Context: an optimization exercise on an open-source flow, tuned for small area. The choices shown serve that exercise and are no tape-out recipe. In this exercise RTL edits were held to simulation tests only and were not proved equivalent to the original. In every run shown here, the design's own scripts or RTL, not TritonCTS, make the clock network. The clock port is modelled as an ideal driver, which makes a skipped or thinned clock tree look cheaper than it is; a real chip needs a root buffer or a tree. Power is estimated from default activity; no workload was simulated.

==> flow/config.mk <==
export PLATFORM = sky130hd
export DESIGN_NAME = snake_game_ctrl
export DESIGN_NICKNAME = snake_game_ctrl
export VERILOG_FILES = /design/flow/design.v
export SDC_FILE = /design/flow/constraint.sdc
export NUM_CORES = 4
export LEC_CHECK = 0
export CAP_MARGIN = 0
export CORE_MARGIN = 2
export CORE_UTILIZATION = 70
export GPL_TIMING_DRIVEN = 0
export SLEW_MARGIN = 0
==> flow/constraint.sdc <==
create_clock -name core_clock -period 12.0 [get_ports {clk}]
set_input_delay 2.4000 -clock core_clock [delete_from_list [all_inputs] [get_ports {clk}]]
set_output_delay 2.4000 -clock core_clock [all_outputs]
set_load 0.01 [all_outputs]
==> flow/design.v <==
package snake_pkg;
    typedef enum logic [1:0] {
        UP    = 2'd0,
        DOWN  = 2'd1,
        LEFT  = 2'd2,
        RIGHT = 2'd3
    } dir_e;
    typedef struct packed {
        logic [3:0] x;
        logic [3:0] y;
    } coord_t;
    typedef enum logic [1:0] {
        OFF = 2'b00,
        GRN = 2'b01,
        RED = 2'b10,
        YEL = 2'b11
    } color_e;
    localparam logic [3:0] INIT_HEAD_X = 4'd8;
    localparam logic [3:0] INIT_HEAD_Y = 4'd6;
    function automatic [1:0] opposite(input [1:0] d);
        opposite = d ^ 2'b01;
    endfunction
endpackage
module snake_body_fifo
#(
    parameter int SLOTS = 64
) (
    input  logic       clk,
    input  logic       i_wr,
    input  logic [1:0] i_data,
    output logic [1:0] o_data
);
    logic [2*SLOTS-1:0] r_ring;
    always_ff @(posedge clk) begin
        r_ring <= {r_ring[2*SLOTS-3:0], i_wr ? i_data : r_ring[2*SLOTS-1:2*SLOTS-2]};
    end
    assign o_data = r_ring[2*SLOTS-1:2*SLOTS-2];
endmodule
module snake_game_ctrl
#(
    parameter int MAX_LEN  = 64,
    parameter int INIT_LEN = 3
) (
    input  logic       clk,
    input  logic       reset,
    input  logic       tick,
    input  logic       dir_valid,
    input  logic [1:0] dir,
    input  logic [3:0] apple_x,
    input  logic [3:0] apple_y,
    output logic       draw_valid,
    input  logic       draw_ready,
    output logic [3:0] draw_x,
    output logic [3:0] draw_y,
    output logic [1:0] draw_color,
    output logic [3:0] head_x,
    output logic [3:0] head_y,
    output logic [8:0] length,
    output logic [7:0] score,
    output logic       apple_eaten,
    output logic       busy,
    output logic       game_over
);
    localparam logic [2:0] S_IDLE  = 3'd0;
    localparam logic [2:0] S_ALIGN = 3'd1;
    localparam logic [2:0] S_WALK  = 3'd2;
    localparam logic [2:0] S_OVER  = 3'd3;
    localparam logic [2:0] S_DHEAD = 3'd4;
    localparam logic [2:0] S_DBODY = 3'd5;
    localparam logic [2:0] S_ERASE = 3'd6;
    localparam logic [2:0] S_INIT  = 3'd7;
    logic [2:0] r_state;
    logic       r_init;       
    logic [5:0] r_c;          
    logic [3:0] r_hx, r_hy;   
    logic [3:0] r_wx, r_wy;   
    logic [7:0] r_score;
    logic [1:0] r_pend;
    logic [1:0] w_move;
    logic       w_wr;
    logic [3:0] w_nx, w_ny;
    logic       w_wall;
    logic       w_eat, w_grow, w_match, w_last;
    logic       w_full;
    logic [5:0] w_len6;
    assign w_wr = r_init || ((r_state == S_ALIGN) && (&r_c));
    snake_body_fifo u_body (
        .clk    (clk),
        .i_wr   (w_wr),
        .i_data (r_pend),
        .o_data (w_move)
    );
    always_comb begin
        w_nx = r_hx;
        w_ny = r_hy;
        w_wall = 1'b0;
        case (r_pend)
            snake_pkg::UP:    begin w_ny = r_hy - 4'd1; w_wall = (r_hy == 4'd0);  end
            snake_pkg::DOWN:  begin w_ny = r_hy + 4'd1; w_wall = (r_hy == 4'd15); end
            snake_pkg::LEFT:  begin w_nx = r_hx - 4'd1; w_wall = (r_hx == 4'd0);  end
            default:          begin w_nx = r_hx + 4'd1; w_wall = (r_hx == 4'd15); end
        endcase
    end
    assign w_eat   = (w_nx == apple_x) && (w_ny == apple_y) && !r_init;
    assign w_full  = (r_score >= 8'(MAX_LEN - INIT_LEN));
    assign w_len6  = w_full ? 6'd0 : (r_score[5:0] + 6'(INIT_LEN));
    assign w_grow  = w_eat && !w_full;
    assign w_match = (r_wx == w_nx) && (r_wy == w_ny);
    assign w_last  = (r_c == w_len6);
    always_ff @(posedge clk) begin
        if (reset) begin
            r_state <= S_INIT;
            r_init  <= 1'b1;
            r_c     <= 6'd0;
            r_hx    <= snake_pkg::INIT_HEAD_X + 4'd1;
            r_hy    <= snake_pkg::INIT_HEAD_Y;
            r_wx    <= snake_pkg::INIT_HEAD_X + 4'd2;
            r_wy    <= snake_pkg::INIT_HEAD_Y;
            r_score <= 8'd0;
            r_pend  <= snake_pkg::LEFT;
        end else begin
            r_c <= (w_wr && !r_init) ? 6'd1 : r_c + 6'd1;
            case (r_state)
                S_INIT: r_state <= S_DHEAD;
                S_IDLE: begin
                    if (dir_valid && (dir != snake_pkg::opposite(r_wy[1:0]))) r_pend <= dir;
                    if (tick) r_state <= S_ALIGN;
                end
                S_ALIGN: begin
                    r_wx  <= r_hx;
                    r_wy  <= r_hy;
                    if (w_wall)     r_state <= S_OVER;
                    else if (w_wr)  r_state <= S_WALK;
                end
                S_WALK: begin
                    if (w_last) begin
                        r_state <= (w_match && w_grow) ? S_OVER : S_DHEAD;
                    end else if (w_match) begin
                        r_state <= S_OVER;
                    end else begin
                        case (w_move)
                            snake_pkg::UP:    r_wy <= r_wy + 4'd1;
                            snake_pkg::DOWN:  r_wy <= r_wy - 4'd1;
                            snake_pkg::LEFT:  r_wx <= r_wx + 4'd1;
                            default:          r_wx <= r_wx - 4'd1;
                        endcase
                    end
                end
                S_DHEAD: begin
                    if (draw_ready) begin
                        r_state <= S_DBODY;
                    end
                end
                S_DBODY: begin
                    if (draw_ready) begin
                        if (w_grow) begin
                            r_state <= S_IDLE;
                            r_hx    <= w_nx;
                            r_hy    <= w_ny;
                            r_wy[1:0] <= r_pend;
                            r_score <= r_score + 8'd1;
                        end else begin
                            r_state <= S_ERASE;
                        end
                    end
                end
                S_ERASE: begin
                    if (draw_ready) begin
                        r_state <= S_IDLE;
                        r_init  <= 1'b0;
                        r_hx    <= w_nx;
                        r_hy    <= w_ny;
                        r_wy[1:0] <= r_pend;
                        if (w_eat && (r_score != 8'hFF)) r_score <= r_score + 8'd1;
                    end
                end
                default: ;
            endcase
        end
    end
    assign draw_valid  = r_state[2] && (r_state != S_INIT);
    assign draw_x      = (r_state == S_DHEAD) ? w_nx : (r_state == S_DBODY) ? r_hx : r_wx;
    assign draw_y      = (r_state == S_DHEAD) ? w_ny : (r_state == S_DBODY) ? r_hy : r_wy;
    assign draw_color  = (r_state == S_DHEAD) ? snake_pkg::GRN :
                         ((r_state == S_DBODY) || r_init) ? snake_pkg::YEL : snake_pkg::OFF;
    assign head_x      = r_hx;
    assign head_y      = r_hy;
    assign length      = {2'b00, w_full, w_len6};
    assign score       = r_score;
    assign apple_eaten = (r_state == S_DHEAD) && draw_ready && w_eat;
    assign busy        = (r_state != S_IDLE);
    assign game_over   = (r_state == S_OVER);
endmodule
==> flow/flow/run.sh <==
#!/bin/bash
# Own layout flow: the standard ORFS flow (standard.sh) with changes that only affect how
# the cells are chosen and the clock is buffered:
#  1. Synthesis is ORFS's synth.tcl through synth_recipe.tcl (same registers, names, flattening
#     and renaming as the standard synthesis), without the adder pre-mapping, and with ABC
#     mapping the combinational logic with an area-oriented script. Each flow/abc*.script is
#     tried and the one giving the smallest synthesised area is used for the layout.
#  3. The clock tree is built by flow/mcts.tcl inside ORFS's CTS step (in place of
#     clock_tree_synthesis): the clock port drives one root inverter (inv_16), which drives
#     inv_8 leaf inverters, one per cluster of flip-flops (two inversions, so the flip-flops see
#     the clock's own polarity); leaves are added until the estimated clock-pin slew is under
#     the limit. The rest of the CTS step (legalisation, timing repair) is ORFS's.
# Every tool's output goes to log files in the work folder (and ORFS's logs under orfs*/).
set -euo pipefail
W=$(pwd)
F=$W/flow

# ORFS scripts, with the CTS step's clock_tree_synthesis call replaced
rm -rf "$W/scripts"
cp -r "$FLOW_HOME/scripts" "$W/scripts"
sed -i "s#^log_cmd clock_tree_synthesis {\*}\$cts_args#source $F/mcts.tcl\nmanual_cts_auto 6 16 sky130_fd_sc_hd__inv_8 sky130_fd_sc_hd__inv_16 122#" "$W/scripts/cts.tcl"
grep -q "^manual_cts_auto" "$W/scripts/cts.tcl"
# global placement: remove synthesis buffers even without timing-driven placement
sed -i '0,/^if { \$::env(GPL_TIMING_DRIVEN) } {$/s//if { 1 } {/' "$W/scripts/global_place.tcl"
grep -A1 "^if { 1 } {" "$W/scripts/global_place.tcl" | grep -q remove_buffers
export SCRIPTS_DIR=$W/scripts
export BUFFER_PORTS_ARGS="-buffer_cell sky130_fd_sc_hd__buf_1"

# synthesis script: synth_recipe.tcl, with synth.tcl's ABC call using $::env(OWN_ABC_SCRIPT)
sed "s#^\s*log_cmd abc {\*}\$abc_args#  log_cmd abc {*}[lreplace \$abc_args 1 1 \$::env(OWN_ABC_SCRIPT)]#" \
    "$W/scripts/synth.tcl" > "$W/scripts/synth_area.tcl"
grep -q "OWN_ABC_SCRIPT" "$W/scripts/synth_area.tcl"
{
    head -n 1 "$W/synth_recipe.tcl"
    echo "source $W/scripts/synth_area.tcl"
    tail -n +3 "$W/synth_recipe.tcl"
} > "$W/own_synth.tcl"
sed -n 2p "$W/synth_recipe.tcl" | grep -q "^source .*synth.tcl"

sed "s#SYNTH_SCRIPT=[^ ]*#SYNTH_SCRIPT=$W/own_synth.tcl ADDER_MAP_FILE=#" "$W/standard.sh" > "$W/own_standard.sh"
grep -q "SYNTH_SCRIPT=$W/own_synth.tcl" "$W/own_standard.sh"

# try each ABC script in a scratch ORFS folder; keep the smallest
best=""; best_area=""
for s in "$F"/abc*.script; do
    n=$(basename "$s" .script)
    sed "s#WORK_HOME=[^ ]*#WORK_HOME=$W/try_$n#" "$W/own_standard.sh" > "$W/try_$n.sh"
    if OWN_ABC_SCRIPT=$s bash "$W/try_$n.sh" synth > "$W/try_$n.log" 2>&1; then
        a=$(sed -n "s/.*Chip area for module '.snake_game_ctrl': *\([0-9.]*\).*/\1/p" \
            "$W"/try_$n/reports/*/snake_game_ctrl/base/synth_stat.txt | head -n 1)
        echo "$n $a" >> "$W/abc_choice.log"
        if [[ -n "$a" ]] && { [[ -z "$best" ]] || awk "BEGIN{exit !($a < $best_area)}"; }; then
            best=$s; best_area=$a
        fi
    fi
done
[[ -n "$best" ]]
echo "chosen $best $best_area" >> "$W/abc_choice.log"

OWN_ABC_SCRIPT=$best bash "$W/own_standard.sh" finish > "$W/own_flow.log" 2>&1
==> flow/flow/abc1.script <==
strash
refactor -N 12
rewrite
dch
amap
==> flow/flow/abc10.script <==
strash
refactor -N 12
rewrite
&get -n
&deepsyn -T 60
&put
dch
if -K 4 -a
mfs2 -a
strash
refactor -N 12
rewrite
dch
amap
==> flow/flow/abc2.script <==
strash
refactor -N 12
rewrite
dch
if -K 4 -a
mfs2 -a
strash
refactor -N 12
rewrite
dch
amap
==> flow/flow/abc3.script <==
strash
dch
if -K 4 -a
mfs2 -a
strash
refactor -N 12
rewrite
dch
amap
==> flow/flow/abc4.script <==
strash
dch
amap
topo
dnsize -c
==> flow/flow/abc5.script <==
strash
dch
if -K 4 -a
mfs2 -a
strash
dch
if -K 4 -a
mfs2 -a
strash
refactor -N 12
rewrite
dch
amap
==> flow/flow/abc6.script <==
strash
refactor -N 12
rewrite
dch
if -K 4 -a
mfs2 -a
strash
refactor -N 12
rewrite
dch
if -K 4 -a
mfs2 -a
strash
refactor -N 12
rewrite
dch
if -K 4 -a
mfs2 -a
strash
refactor -N 12
rewrite
dch
amap
==> flow/flow/abc7.script <==
strash
refactor -N 12
rewrite
dch
if -K 4 -a
mfs2 -a
strash
refactor -N 12
rewrite
dch
if -K 4 -a
mfs2 -a
strash
refactor -N 12
rewrite
dch
amap
==> flow/flow/abc8.script <==
strash
refactor -N 12
rewrite
dch
if -K 4 -a
mfs2 -a
strash
dc2
dch
amap
==> flow/flow/abc9.script <==
strash
refactor -N 12
rewrite
&get -n
&deepsyn -T 20
&put
dch
if -K 4 -a
mfs2 -a
strash
refactor -N 12
rewrite
dch
amap
==> flow/flow/mcts.tcl <==
# The output pin of a one-output cell (X of a buffer, Y of an inverter).
proc out_iterm {inst} {
  foreach it [$inst getITerms] {
    if {[$it isOutputSignal]} { return $it }
  }
  error "no output on [$inst getName]"
}

# Manual clock tree: the clock port drives NBUF clock buffers directly; each drives the
# flip-flops of one cluster (k-means on flip-flop locations). Sourced by a step with the
# design loaded and placed.
proc manual_cts {nbuf bufcell {rootcell ""}} {
  set block [ord::get_db_block]
  set db [ord::get_db]
  set clk_net [$block findNet clk]
  set master [$db findMaster $bufcell]
  set sinks {}
  foreach it [$clk_net getITerms] {
    set inst [$it getInst]
    set b [$inst getBBox]
    lappend sinks [list $it [expr {([$b xMin] + [$b xMax]) / 2.0}] [expr {([$b yMin] + [$b yMax]) / 2.0}]]
  }
  set n [llength $sinks]
  # initial centres: spread along the sinks sorted by x then y
  set sorted [lsort -real -index 1 $sinks]
  set cx {}; set cy {}
  for {set k 0} {$k < $nbuf} {incr k} {
    set s [lindex $sorted [expr {int(($k + 0.5) * $n / $nbuf)}]]
    lappend cx [lindex $s 1]; lappend cy [lindex $s 2]
  }
  set cap [expr {int(ceil(double($n) / $nbuf)) + 2}]
  for {set iter 0} {$iter < 30} {incr iter} {
    # balanced assignment: each sink to its nearest centre with room, farthest-first
    set cand {}
    foreach s $sinks {
      set best 1e30
      for {set k 0} {$k < $nbuf} {incr k} {
        set d [expr {abs([lindex $s 1] - [lindex $cx $k]) + abs([lindex $s 2] - [lindex $cy $k])}]
        if {$d < $best} { set best $d }
      }
      lappend cand [list $s $best]
    }
    set cand [lsort -real -decreasing -index 1 $cand]
    set count [lrepeat $nbuf 0]
    set assign {}
    foreach c $cand {
      set s [lindex $c 0]
      set order {}
      for {set k 0} {$k < $nbuf} {incr k} {
        lappend order [list $k [expr {abs([lindex $s 1] - [lindex $cx $k]) + abs([lindex $s 2] - [lindex $cy $k])}]]
      }
      foreach o [lsort -real -index 1 $order] {
        set k [lindex $o 0]
        if {[lindex $count $k] < $cap} { break }
      }
      lset count $k [expr {[lindex $count $k] + 1}]
      lappend assign [list $s $k]
    }
    set sx [lrepeat $nbuf 0.0]; set sy [lrepeat $nbuf 0.0]
    foreach a $assign {
      set k [lindex $a 1]; set s [lindex $a 0]
      lset sx $k [expr {[lindex $sx $k] + [lindex $s 1]}]
      lset sy $k [expr {[lindex $sy $k] + [lindex $s 2]}]
    }
    for {set k 0} {$k < $nbuf} {incr k} {
      if {[lindex $count $k] > 0} {
        lset cx $k [expr {[lindex $sx $k] / [lindex $count $k]}]
        lset cy $k [expr {[lindex $sy $k] / [lindex $count $k]}]
      }
    }
  }
  if {$rootcell ne ""} {
    set rmaster [$db findMaster $rootcell]
    set root [odb::dbInst_create $block $rmaster "clkbuf_man_root"]
    set rootnet [odb::dbNet_create $block "clknet_man_root"]
    $rootnet setSigType CLOCK
    [$root findITerm A] connect $clk_net
    [out_iterm $root] connect $rootnet
    set ax 0.0; set ay 0.0
    for {set k 0} {$k < $nbuf} {incr k} { set ax [expr {$ax + [lindex $cx $k]}]; set ay [expr {$ay + [lindex $cy $k]}] }
    $root setLocation [expr {int($ax / $nbuf)}] [expr {int($ay / $nbuf)}]
    $root setPlacementStatus PLACED
  }
  for {set k 0} {$k < $nbuf} {incr k} {
    set buf [odb::dbInst_create $block $master "clkbuf_man_$k"]
    set net [odb::dbNet_create $block "clknet_man_$k"]
    $net setSigType CLOCK
    if {$rootcell ne ""} { [$buf findITerm A] connect $rootnet } else { [$buf findITerm A] connect $clk_net }
    [out_iterm $buf] connect $net
    set w [[$buf getMaster] getWidth]; set h [[$buf getMaster] getHeight]
    $buf setLocation [expr {int([lindex $cx $k] - $w / 2)}] [expr {int([lindex $cy $k] - $h / 2)}]
    $buf setPlacementStatus PLACED
    set nets($k) $net
  }
  foreach a $assign {
    set it [lindex [lindex $a 0] 0]
    $it disconnect
    $it connect $nets([lindex $a 1])
  }
  set_propagated_clock [all_clocks]
  puts "manual_cts: $n sinks on $nbuf x $bufcell, counts $count"
}

# Worst slew (ps) at the flip-flops' clock pins, from placement parasitics.
proc clk_pin_slew_est {} {
  estimate_parasitics -placement
  set worst 0.0
  foreach pin [all_registers -clock_pins -edge_triggered] {
    foreach edge {rise fall} {
      foreach a {min max} {
        set s [get_property $pin slew_${a}_$edge]
        set ps [expr {[sta::time_ui_sta $s] * 1e12}]
        if {$ps > $worst} { set worst $ps }
      }
    }
  }
  return $worst
}

# Undo manual_cts: every sink back on the clock net, the added buffers and nets removed.
proc manual_cts_undo {} {
  set block [ord::get_db_block]
  set clk_net [$block findNet clk]
  foreach inst [$block getInsts] {
    if {![string match clkbuf_man_* [$inst getName]]} { continue }
    set out [[out_iterm $inst] getNet]
    foreach it [$out getITerms] {
      if {[$it getInst] eq $inst} { continue }
      $it disconnect
      $it connect $clk_net
    }
    odb::dbInst_destroy $inst
    odb::dbNet_destroy $out
  }
}

# Build the tree with nbuf leaves, adding leaves until the estimated clock-pin slew is at most
# limit_ps.
proc manual_cts_auto {nbuf maxbuf bufcell rootcell limit_ps} {
  while {1} {
    manual_cts $nbuf $bufcell $rootcell
    set s [clk_pin_slew_est]
    puts "manual_cts_auto: $nbuf leaves, estimated clock-pin slew $s ps"
    if {$s <= $limit_ps || $nbuf >= $maxbuf} { break }
    manual_cts_undo
    incr nbuf
  }
}
==> flow/standard.sh <==
#!/bin/bash
# synth_recipe.tcl (not shown) runs the flow's synth.tcl, then flattens the netlist and writes it again
# the make line also repeats each setting of config.mk as NAME=value (left out here)
make -C /OpenROAD-flow-scripts/flow DESIGN_CONFIG=/design/flow/config.mk WORK_HOME=/design/flow/orfs CLKGATE_MAP_FILE= SYNTH_SCRIPT=/design/flow/synth_recipe.tcl "${@:-finish}"
==> summary.md, run 1 <==
| Metric | Value |
|---|---|
| Sequential share of the synthesized area | `67.9%` |
| Slew headroom | `19.9%` |
| Register Area | `3280 sq um` |
| Top cell family by delay on the critical path | `compound AO/OA/AOI/OAI gates` |
| Compound-Gate Fraction of Synth Area | `16.2%` |
| Largest net degree at the start of global routing | `27` |
| Pleak | `1.92 nW` |
| First-pass GRT wire length | `15.5 mm` |
| Final Cycle Share | `55.1%` |
| Critical-path cell list | `buf_1, nor2_1, a21oi_1, clkinv_1, a221oi_1, o2111ai_1, a211oi_1, o2111ai_1, nor4_1, buf_1` |
| Pwr dens | `170 nW/um^2` |
| WL final | `9.79 mm` |
| EDFF count, synth | `0` |
| Via-per-instance ratio | `5.85` |
| Clock latency on the worst-skew pair | `0.17 ns` |
| Async set or reset register ratio after synthesis | `0%` |
| N_diodes | `0` |
| Outcome | `no timing/DRC/antenna violations` |
| Synth top area share | `67.9%` |
| Mapped Area | `4830 sq um` |
| Final Net Count | `548` |
| Initial Utilization | `71.9%` |
| Hold crit path type | `reg2reg` |
| RSZ-0062 raised after global routing | `false` |
| Most frequent cells after synthesis | `dfxtp_1 (164), nor2_1 (67), clkinv_1 (49)` |
| Num ports | `54` |
| GP Congestion | `0.979` |
| Die ar. | `7580 sq um` |
| CTS Hold Bufs | `0` |
| Max incr delay on CP | `0.28 ns` |
| #FFs+latches synth | `164` |
| CP Class | `in2out` |
| Total Routing Usage GR | `25.7%` |
| Worst Setup End Kind | `primary output` |
| Residual DRC | `0` |
| Area Growth Syn to Fin | `7.69%` |
| Final Util | `77.4%` |
| Core area | `6720 sq um` |
| CP max FO | `4` |
| Routed Antenna Nets | `0` |
| Setup TNS | `0 ns` |
| Yosys cell types | `30` |
| Final slew viol count | `0` |
| Most common cell in the netlist | `dfxtp_1` |
| Top_reg_cell synth | `dfxtp_1` |
| DRT Pass-1 Iters | `5` |
| Synth Area in XOR/XNOR | `0.181%` |
| Maximum VDD drop | `0.000141 V` |
| Crit-path slowest cell | `o2111ai_1` |
| DRT iter0 DRCs | `346` |
| WP data required | `9.60 ns` |
| Initial antenna violation count | `0` |
| WHS | `0.332 ns` |
| Detailed placer's ending HPWL | `6.78 mm` |
| Max-Cap Viols | `0` |
| Multi-input gate area | `1350 sq um` |
| Reg clk slew, reported paths | `0.11 ns` |
| WP buf/inv | `3` |
| Simple-gate share of the synthesized area | `11.3%` |
| DP Area | `5100 sq um` |
| Vias in the first global route | `3,310` |
| Wire per inst | `16.0 um` |
| Design area | `5200 sq um` |
| Post-route minimum period | `6.61 ns` |
| Arrival time worst endpoint | `4.21 ns` |
| Syn Inst Count | `474` |
| Clock Skew | `0.0233 ns` |
| Filler cell count | `467` |
| Crit start category | `input pin` |
| Via count | `3,576` |
| Post-CTS Setup Bufs | `0` |
| Endpoints failing setup | `0` |
| YS warnings | `2` |
| PortBufs | `51` |
| Die height | `87.1 um` |
| Synth Area in Adders | `0%` |
| Chip width | `87.1 um` |
| Row cnt | `30` |
| Max Clock Freq | `0.151 GHz` |
| Largest area contributor in the netlist | `dfxtp_1` |
| Total gr overflow | `0` |
| Syn Area/Cell | `10.2 sq um` |
| Fraction of layout cells with a size suffix above 1 | `1.51%` |
| Top cells by area, synth | `dfxtp_1 (68%), nor2_1 (5.2%), clkinv_1 (3.8%)` |
| Main combinational cell family by area after synthesis | `compound AO/OA/AOI/OAI gates` |
| Multiplexer area fraction after synthesis | `0%` |
| Quantity of gates resized following cts | `0` |
| Actual slew at the worst max-slew pin | `1.20 ns` |
| Final Hold Viols | `0` |
==> layout by cell type, fill, tap and decap left out <==
cell,synthesis,layout
nand4_1,1,1
o32ai_1,1,1
nor3_1,14,14
o221ai_1,7,7
buf_1,0,51
clkinv_1,49,49
o2111ai_1,2,2
a22oi_1,7,7
nand3_1,4,4
or4_1,1,1
o22ai_1,20,20
o211ai_1,1,1
inv_16,0,1
inv_8,0,7
and2_0,2,2
o21ai_0,36,36
or3_1,2,2
a311oi_1,1,1
a21oi_1,28,28
a221oi_1,6,6
a222oi_1,1,1
nand2_1,31,31
or2_0,1,1
a211oi_1,10,10
o21a_1,1,1
o41ai_1,2,2
dfxtp_1,164,164
a31oi_1,3,3
xor2_1,1,1
nor2_1,67,67
nor4_1,7,7
conb_1,1,2
==> registers in the layout, summed over array words and instances (netlist names), 3 cells and up <==
register	flops
r_state	3
u_body.r_ring	128
r_c	6
r_wy	4
r_hx	4
r_hy	4
r_wx	4
r_score	8
==> metal layers <==
metal	track usage, %	share of wire, %
met5	0	0
met4	10.1	3.0
met3	2.56	7.3
met2	41.8	47
met1	35.6	43
==> worst register-to-register path, delay by kind of cell, from the launching register on <==
family          cells  cell delay (ns)
buf+inv             1             0.30
flops               1             0.62
compound gates      7             1.76
simple gates       10             2.50
==> cell type report <==
class | count | area share (%)
tap | 80 | 1.92
inverter | 57 | 5.43
multi-input combinational | 259 | 25.9
sequential | 164 | 63.1
timing repair buffer | 51 | 3.68
==> where the power goes <==
| group | internal [W] | switching, W |
|---|---|---|
| Clock | 0.0000286 | 0.000170 |
| Sequential | 0.000573 | 0.0000193 |
| Combinational | 0.0000296 | 0.0000622 |
==> worst paths after layout <==
path	depth (start not counted)	slack (ns)	start	endpoint
min	0	0.33	u_body.r_ring[12]	u_body.r_ring[14]
min reg2reg	0	0.33	u_body.r_ring[12]	u_body.r_ring[14]
max reg2reg	18	6.67	r_pend[1]	r_score[6]
max	10	5.39	apple_y[0]	apple_eaten
==> kinds of logic after synthesis <==
family / Yosys count
AND/OR/NAND/NOR: 130
AO/OA/AOI/OAI: 126
XOR/XNOR: 1
flip-flops: 164
buffers and inverters: 52
other: 1
==> stage by stage <==
step | setup slack [ns] | total power [W] | std cells
after CTS | 5.38 | 0.000886 | 611
after global routing | 5.17 | 0.000919 | 611
after floorplan | 5.83 | 0.000660 | 475
final | 5.39 | 0.000883 | 611
after global placement | 5.47 | 0.000689 | 603
after detailed placement | 5.38 | 0.000693 | 603
==> run 2, diff against run 1 <==
--- a/flow/flow/run.sh
+++ b/flow/flow/run.sh
@@ -18,7 +18,7 @@
 # ORFS scripts, with the CTS step's clock_tree_synthesis call replaced
 rm -rf "$W/scripts"
 cp -r "$FLOW_HOME/scripts" "$W/scripts"
-sed -i "s#^log_cmd clock_tree_synthesis {\*}\$cts_args#source $F/mcts.tcl\nmanual_cts_auto 6 16 sky130_fd_sc_hd__inv_8 sky130_fd_sc_hd__inv_16 122#" "$W/scripts/cts.tcl"
+sed -i "s#^log_cmd clock_tree_synthesis {\*}\$cts_args#source $F/mcts.tcl\nmanual_cts_auto 7 16 sky130_fd_sc_hd__inv_8 sky130_fd_sc_hd__inv_16 125#" "$W/scripts/cts.tcl"
 grep -q "^manual_cts_auto" "$W/scripts/cts.tcl"
 # global placement: remove synthesis buffers even without timing-driven placement
 sed -i '0,/^if { \$::env(GPL_TIMING_DRIVEN) } {$/s//if { 1 } {/' "$W/scripts/global_place.tcl"
--- a/flow/config.mk
+++ b/flow/config.mk
@@ -7,6 +7,6 @@
 export LEC_CHECK = 0
 export CAP_MARGIN = 0
 export CORE_MARGIN = 2
-export CORE_UTILIZATION = 70
+export CORE_UTILIZATION = 60
 export GPL_TIMING_DRIVEN = 0
 export SLEW_MARGIN = 0
==> run 2 against run 1 <==
Against the previous run:
- still clean on timing, DRC and antenna
- fmax is 1.9% lower
- clock power decreased by 3%
- worst hold slack got worse by 0.0058 ns
- final cell count grew 1.6%
- clock skew down 0.0066 ns
- critical path type unchanged
- first-iteration DRC count rose by 0.87%
- global-route usage is 3.8 points lower
- design area up 0.26%
- register-to-register slack improved by 0.14 ns
- sequential cell count is the same
==> summary.md, run 2 <==
| Metric | Value |
|---|---|
| Filler cell count | `624 (+34%)` |
| WP data required | `9.60 ns (about the same)` |
| Max reg flops | `128 (unchanged)` |
| Initial antenna violation count | `0 (unchanged)` |
| CP Class | `in2out` |
| PortBufs | `51 (unchanged)` |
| Synth Area in Adders | `0% (unchanged)` |
| Actual slew at the worst max-slew pin | `1.07 ns (-0.128 ns)` |
| Via-per-instance ratio | `5.55 (-5.2%)` |
| Most common cell after layout, fill and taps aside | `dfxtp_1` |
| Fraction of layout cells with a size suffix above 1 | `1.54% (+0.035 points)` |
| Pwr dens | `195 nW/um^2 (+15%)` |
| Synth Area in XOR/XNOR | `0.182% (+0.00052 points)` |
| EDFF count, synth | `0 (unchanged)` |
| DP Cell Count | `613 (+1.7%)` |
| Area Growth Syn to Fin | `8.28%` |
| Die height | `93.6 um (+7.5%)` |
| Quantity of gates resized following cts | `0 (unchanged)` |
| Synth top area share | `68.1% (+0.19 points)` |
| Crit start category | `input pin` |
| Simple-gate share of the synthesized area | `10.8% (-0.51 points)` |
| Design area | `5220 sq um (+0.26%)` |
| DRT iter0 DRCs | `349 (+0.87%)` |
| Top_reg_cell synth | `dfxtp_1` |
| Outcome | `no timing/DRC/antenna violations` |
| Reg clk slew, reported paths | `0.11 ns (about the same)` |
| Routed Antenna Nets | `0 (unchanged)` |
| Main combinational cell family by area after synthesis | `compound AO/OA/AOI/OAI gates` |
| N_diodes | `0 (unchanged)` |
| Row cnt | `32 (+6.7%)` |
| Top cells by area, synth | `dfxtp_1 (68%), nor2_1 (5.5%), clkinv_1 (3.8%)` |
| Syn Inst Count | `462 (-2.5%)` |
| Final Cycle Share | `56.2% (+1.1 points)` |
| RSZ-0062 raised after global routing | `false` |
| DP Area | `5120 sq um (+0.27%)` |
| Maximum VDD drop | `0.000176 V (+25%)` |
| Final Hold Viols | `0 (unchanged)` |
| #FFs+latches synth | `164 (unchanged)` |
| Mapped Area | `4820 sq um (-0.28%)` |
| GP Congestion | `0.953 (-2.6%)` |
| Detailed placer's ending HPWL | `6.64 mm (-2.1%)` |
| Syn Area/Cell | `10.4 sq um (+2.3%)` |
| Chip width | `93.6 um (+7.5%)` |
| Yosys cell types | `35 (+17%)` |
| Post-route minimum period | `6.74 ns (+0.129 ns)` |
| Pleak | `1.93 nW (+0.63%)` |
| Most flop-heavy register | `u_body.r_ring` |
| Final Util | `67.2% (-10 points)` |
| Post-CTS Setup Bufs | `0 (unchanged)` |
| Hold crit path type | `reg2reg` |
| Compound-Gate Fraction of Synth Area | `16.5% (+0.31 points)` |
| Multiplexer area fraction after synthesis | `0% (unchanged)` |
| Arrival time worst endpoint | `4.34 ns (+0.13 ns)` |
| Num ports | `54 (unchanged)` |
| Setup TNS | `0 ns (unchanged)` |
| Endpoints failing setup | `0 (unchanged)` |
| Register Area | `3280 sq um (unchanged)` |
| Max Clock Freq | `0.148 GHz (-1.9%)` |
| Most frequent cells after synthesis | `dfxtp_1 (164), nor2_1 (70), clkinv_1 (49)` |
| Total Routing Usage GR | `21.9% (-3.8 points)` |
| Wire per inst | `15.1 um (-5.6%)` |
| Die ar. | `8760 sq um (+16%)` |
| Largest net degree at the start of global routing | `27 (unchanged)` |
| Multi-input gate area | `1330 sq um (-1.0%)` |
| Via count | `3,444 (-3.7%)` |
| Max-Cap Viols | `0 (unchanged)` |
| Clock Skew | `0.0167 ns (-0.00664 ns)` |
| Residual DRC | `0 (unchanged)` |
| Largest registers | `u_body.r_ring: 128 flops, r_score: 8 flops, r_c: 6 flops` |
| Final non-filler cell total | `621 (+1.6%)` |
| Core area | `7770 sq um (+16%)` |
| Worst Setup End Kind | `primary output` |
| Async set or reset register ratio after synthesis | `0% (unchanged)` |
| DRT Pass-1 Iters | `5 (unchanged)` |
| WHS | `0.326 ns (-0.00582 ns)` |
| Largest area contributor in the netlist | `dfxtp_1` |
| WL final | `9.39 mm (-4.1%)` |
| Final Net Count | `536 (-2.2%)` |
| First-pass GRT wire length | `15.4 mm (-0.66%)` |
| Most common cell in the netlist | `dfxtp_1` |
| Vias in the first global route | `3,203 (-3.2%)` |
| Sequential share of the synthesized area | `68.1% (+0.19 points)` |
| CTS Hold Bufs | `0 (unchanged)` |
| CP max FO | `3 (-1)` |
| Commonest cells after routing, fill and taps aside | `dfxtp_1 (164), nor2_1 (70), buf_1 (51)` |
| YS warnings | `2 (unchanged)` |
| Total gr overflow | `0 (unchanged)` |
| Slew headroom | `28.1% (+8.2 points)` |
| Initial Utilization | `62.0% (-9.9 points)` |
| Clock latency on the worst-skew pair | `0.17 ns (about the same)` |
| Final slew viol count | `0 (unchanged)` |
[run 2: cell count changes after synthesis, sizes merged, moves of 4 or more]
| cell | previous run | this run |
|---|---|---|
| o22ai | 20 | 14 |
| o21ai | 36 | 26 |
| a21oi | 28 | 23 |
| o221ai | 7 | 12 |
| nand2 | 31 | 27 |
| nor4 | 7 | 3 |
| a22oi | 7 | 3 |
[run 2: area by class of cell]
cell class / count / area share, %
Sequential cell: 164 / 62.9
Timing Repair Buffer: 51 / 3.67
Tap cell: 102 / 2.45
Inverter: 57 / 5.42
Multi-Input combinational cell: 247 / 25.5
[run 2: per-stage QoR]
step / setup WS, ns / power [W]
after floorplan: 5.66 / 0.000775
after global placement: 5.36 / 0.000831
after detailed placement: 5.29 / 0.000834
after CTS: 5.28 / 0.00103
after global routing: 5.03 / 0.00108
final: 5.26 / 0.00102
[run 2: worst max-delay path, stage by stage]
cell	delay, ns
buf_1	0.09
nor2_1	0.09
a21oi_1	0.07
nor3_1	0.20
a31oi_1	0.11
a211oi_1	0.21
o221ai_1	0.14
or4_1	0.64
nor3b_1	0.22
buf_1	0.17
[run 2: cell families (layout without fill, tap and decap cells)]
family / count (synthesis) / in the layout
AO/OA/AOI/OAI: 119 / 119
XOR/XNOR: 1 / 1
buffers and inverters: 52 / 108
flip-flops: 164 / 164
other: 1 / 2
AND/OR/NAND/NOR: 125 / 125
[run 2: final timing paths]
kind	from	endpoint	slack, ns	cells past startpoint
hold reg to reg	u_body.r_ring[88]	u_body.r_ring[90]	0.33	0
setup reg to reg	r_pend[1]	r_score[6]	6.81	20
hold / removal	u_body.r_ring[88]	u_body.r_ring[90]	0.33	0
setup / recovery	apple_y[0]	apple_eaten	5.26	10
[run 2: routing by layer]
| metal | track usage (%) | up-vias | wire, um |
|---|---|---|---|
| li1 | - | 1717 | - |
| met1 | 32.1 | 1578 | 4360 |
| met2 | 35.3 | 137 | 4180 |
| met3 | 3.38 | 12 | 681 |
| met4 | 3.74 | 0 | 172 |
| met5 | 0 | - | 0 |
[run 2: where the power goes]
group / total [W] / internal [W] / switching [W]
Combinational: 0.000163 / 0.0000528 / 0.000110
Sequential: 0.000661 / 0.000627 / 0.0000343
Clock: 0.000194 / 0.0000285 / 0.000166

[what the ideal ports hide]
How much do the figures lean on ideal ports? The routed layouts below were timed once more, with nothing changed but the port constraints. Step 1: set_driving_cell puts a clkbuf_16 on clk and a buf_2 on each other input, an assumption about the parent block. Step 2 moves the port delays by t, midway between the first and last clock arrival at a register: inputs arrive t later, outputs are due t later. That takes back most of the time a late clock gives input paths. Three values: ideal, step 1, step 2; two values: the first two.
| run | t (ns) | slack for setup (ns) | worst data-port slew with drivers (ns) |
|---|---|---|---|
| run 1 | 0.229 | 5.390 / 5.363 / 5.363 | 0.03 |
| run 2 | 0.230 | 5.262 / 5.241 / 5.241 | 0.04 |
After both steps setup and hold are still met in every run listed. The setup slack of run 1, which loses most, moves by -0.027 ns with the drivers and by -0.027 ns with both steps.
